Source: an optimization exercise on an open RTL-to-GDS flow (aim: small area). Production flows keep margins and buffers that such runs may drop. The RTL was checked by simulation tests, not by an equivalence proof against the original design. The flow treats the clock pin as an ideal source. Dropping or thinning the clock tree relies on that and would not hold on a real chip. Power figures rest on the tool's default switching activity, not on a simulated workload.

Design tiny45_top, start of the top module:
module tiny45_top (
    input  logic                clk,
    input  logic                rstn,
    input  logic [31:0]         instr,
    input  tiny45_pkg::nibble_t data_in,
    input  logic                load_data_ready,
    output logic                instr_complete,
    output logic [31:0]         data_out,
    output logic                address_ready,
    output logic                store_data_ready
);
export LEC_CHECK = 0
export CAP_MARGIN = 20
export CORE_MARGIN = 2
export CORE_UTILIZATION = 65
export SLEW_MARGIN = 20
create_clock -name core_clock -period 10.0 [get_ports {clk}]
standard.sh (not shown) runs the stock make flow with config.mk's settings and CLKGATE_MAP_FILE= SYNTH_SCRIPT=/design/flow/synth_recipe.tcl, a recipe that flattens the netlist after the stock synthesis.
==> flow/flow/run.sh <==
#!/bin/bash
# Own layout flow: the standard ORFS flow, with
#  - the standard synthesis script (synth_recipe.tcl) run unchanged except that
#    ABC maps the logic with an area-oriented script (flow/abc_area.abc) and
#    no full/half adder cells are extracted,
#  - the three-term AND-OR-invert cells of the register read ports
#    (module tiny45_aoi222) mapped on their own before the netlist is
#    flattened, so each becomes one a222oi cell,
#  - port buffers made of buf_1 cells instead of the resizer's default choice,
#  - clock tree synthesis with larger leaf clusters and no dummy loads, and
#    the tree's branch level removed after CTS (flow/flatten_clock.tcl), so the
#    root buffer drives every leaf buffer.
# Each tool's full output stays in the ORFS logs under orfs/logs; make's own
# output goes to make_*.log and the flattening step's to flatten_clock.log in
# this folder.
set -euo pipefail
W=$(cd "$(dirname "$0")/.." && pwd)
cd "$W"
export OWN_FLOW_DIR="$W/flow"
export FLOW_SYNTH_TCL="$W/synth_recipe.tcl"
export SYNTH_KEEP_MODULES="tiny45_aoi222"
export BUFFER_PORTS_ARGS="-buffer_cell sky130_fd_sc_hd__buf_1"
export CTS_ARGS="-sink_clustering_enable -repair_clock_nets -dont_use_dummy_load -buf_list sky130_fd_sc_hd__buf_12 -sink_clustering_size 32 -sink_clustering_max_diameter 100"
sed -e "s#SYNTH_SCRIPT=[^ ]*#SYNTH_SCRIPT=$W/flow/synth.tcl#" standard.sh > "$W/own_standard.sh"
bash "$W/own_standard.sh" cts > "$W/make_cts.log" 2>&1
R="$W/orfs/results/sky130hd/tiny45_top/base"
RESULTS_DIR="$R" openroad -no_init -exit "$W/flow/flatten_clock.tcl" > "$W/flatten_clock.log" 2>&1
bash "$W/own_standard.sh" finish > "$W/make_finish.log" 2>&1
test -f "$W/out/final.def"
==> flow/flow/flatten_clock.tcl <==
# Remove the clock tree's branch buffers: every leaf buffer they drive is moved
# onto the root buffer's output net. The leaf buffers and their sinks are left
# as CTS made them, so every register keeps a clock of the same depth.
set P /OpenROAD-flow-scripts/flow/platforms/sky130hd
read_db $::env(RESULTS_DIR)/4_cts.odb
set block [ord::get_db_block]
set clk_net [$block findNet clk]
# The root buffer is the one cell the clock port drives
set roots {}
foreach it [$clk_net getITerms] {
  if { [$it isInputSignal] } { lappend roots [$it getInst] }
}
if { [llength $roots] != 1 } {
  puts "flatten_clock: the clock port drives [llength $roots] cells, leaving the tree as it is"
  exit 0
}
set root [lindex $roots 0]
set root_out [[$root findITerm X] getNet]
set moved 0
set removed 0
foreach it [$root_out getITerms] {
  if { ![$it isInputSignal] } { continue }
  set inst [$it getInst]
  # CTS names its buffers clkbuf_*
  if { ![string match "clkbuf_*" [$inst getName]] } { continue }
  set out_net [[$inst findITerm X] getNet]
  if { $out_net eq "NULL" } { continue }
  # Only branch buffers, whose loads are all clock buffers, are removed
  set loads {}
  set all_bufs 1
  foreach l [$out_net getITerms] {
    if { [$l isInputSignal] } {
      lappend loads $l
      if { ![string match "clkbuf_*" [[$l getInst] getName]] } { set all_bufs 0 }
    }
  }
  if { !$all_bufs || [llength $loads] == 0 } { continue }
  foreach l $loads {
    $l disconnect
    $l connect $root_out
    incr moved
  }
  $it disconnect
  [$inst findITerm X] disconnect
  odb::dbInst_destroy $inst
  odb::dbNet_destroy $out_net
  incr removed
}
puts "flatten_clock: removed $removed branch buffers, moved $moved leaf buffers onto [$root_out getName]"
write_db $::env(RESULTS_DIR)/4_cts.odb
Other scripts of this flow, unchanged in this note and not shown: flow/flow/abc_area.abc, flow/flow/synth.tcl
The baseline went through all stages and came out clean.
Change:
--- a/flow/flow/run.sh
+++ b/flow/flow/run.sh
@@ -10,3 +10,4 @@
-#  - clock tree synthesis with larger leaf clusters and no dummy loads, and
-#    the tree's branch level removed after CTS (flow/flatten_clock.tcl), so the
-#    root buffer drives every leaf buffer.
+#  - clock tree synthesis with buf_12 buffers, larger leaf clusters and no
+#    dummy loads; after CTS (flow/flatten_clock.tcl) the tree's branch level
+#    is removed, so the root buffer drives every leaf buffer, and any leaf
+#    whose estimated sink slew is high is resized to clkbuf_16.
--- a/flow/flow/flatten_clock.tcl
+++ b/flow/flow/flatten_clock.tcl
@@ -49,0 +50,31 @@
+
+# Leaf buffers whose sinks see a high estimated slew get a stronger cell
+set P $::env(FLOW_HOME)/platforms/sky130hd
+read_liberty $P/lib/sky130_fd_sc_hd__tt_025C_1v80.lib
+read_sdc $::env(RESULTS_DIR)/4_cts.sdc
+source $P/setRC.tcl
+set_propagated_clock [all_clocks]
+estimate_parasitics -placement
+set strong [[ord::get_db] findMaster sky130_fd_sc_hd__clkbuf_16]
+set resized 0
+foreach it [$root_out getITerms] {
+  if { ![$it isInputSignal] } { continue }
+  set inst [$it getInst]
+  if { ![string match "clkbuf_*" [$inst getName]] } { continue }
+  if { [[$inst getMaster] getName] ne "sky130_fd_sc_hd__buf_12" } { continue }
+  set worst 0
+  foreach l [get_pins -of_objects [get_nets [[[$inst findITerm X] getNet] getName]] -filter "direction==input"] {
+    set s [get_property $l slew_max]
+    if { $s > $worst } { set worst $s }
+  }
+  if { $worst > 0.113 } {
+    puts "flatten_clock: [$inst getName] estimated sink slew $worst, resized to clkbuf_16"
+    $inst swapMaster $strong
+    incr resized
+  }
+}
+puts "flatten_clock: resized $resized leaf buffers"
+if { $resized > 0 } {
+  detailed_placement
+  check_placement
+}
Non-clock buffer count does not change. First-iteration DRC count falls by 4.1%. Clock power came out higher by about 1%. Sequential share of layout area shrinks by 0.13 points. Die area stays the same. Worst hold slack barely changes. Fmax fell by 1.2%. Utilization rose by 0.12 points. Sequential cell count stays the same. Register-to-register slack gets worse by 0.04 ns.

## afterwards: timing with drivers on the ports
No port has a modelled driver above. Below, the same layouts with a new extraction and two added sets of constraints.
Step 1 assumes that a clkbuf_16 drives the clock port and a buf_2 every other input.
Step 2, shift: input delay + t, output delay - t, t = (earliest + latest rising clock arrival at the registers) / 2. This alone moves slack from input paths to output paths.
Slacks: ideal / step 1 / step 2; pairs: ideal / step 1.
| run | t (ns) | setup slack, ns | latest minus earliest clock arrival (ns) | worst slew at a driven data input, ns |
|---|---|---|---|---|
| the first run | 0.512 | 3.392 / 3.418 / 2.906 | 0.058 / 0.058 | 0.10 |
| the second run | 0.530 | 3.310 / 3.335 / 2.805 | 0.109 / 0.110 | 0.11 |
After both steps every run listed still meets setup and hold. For the second run, which loses most, drivers alone change the setup slack by +0.025 ns; drivers and shift together by -0.505 ns.
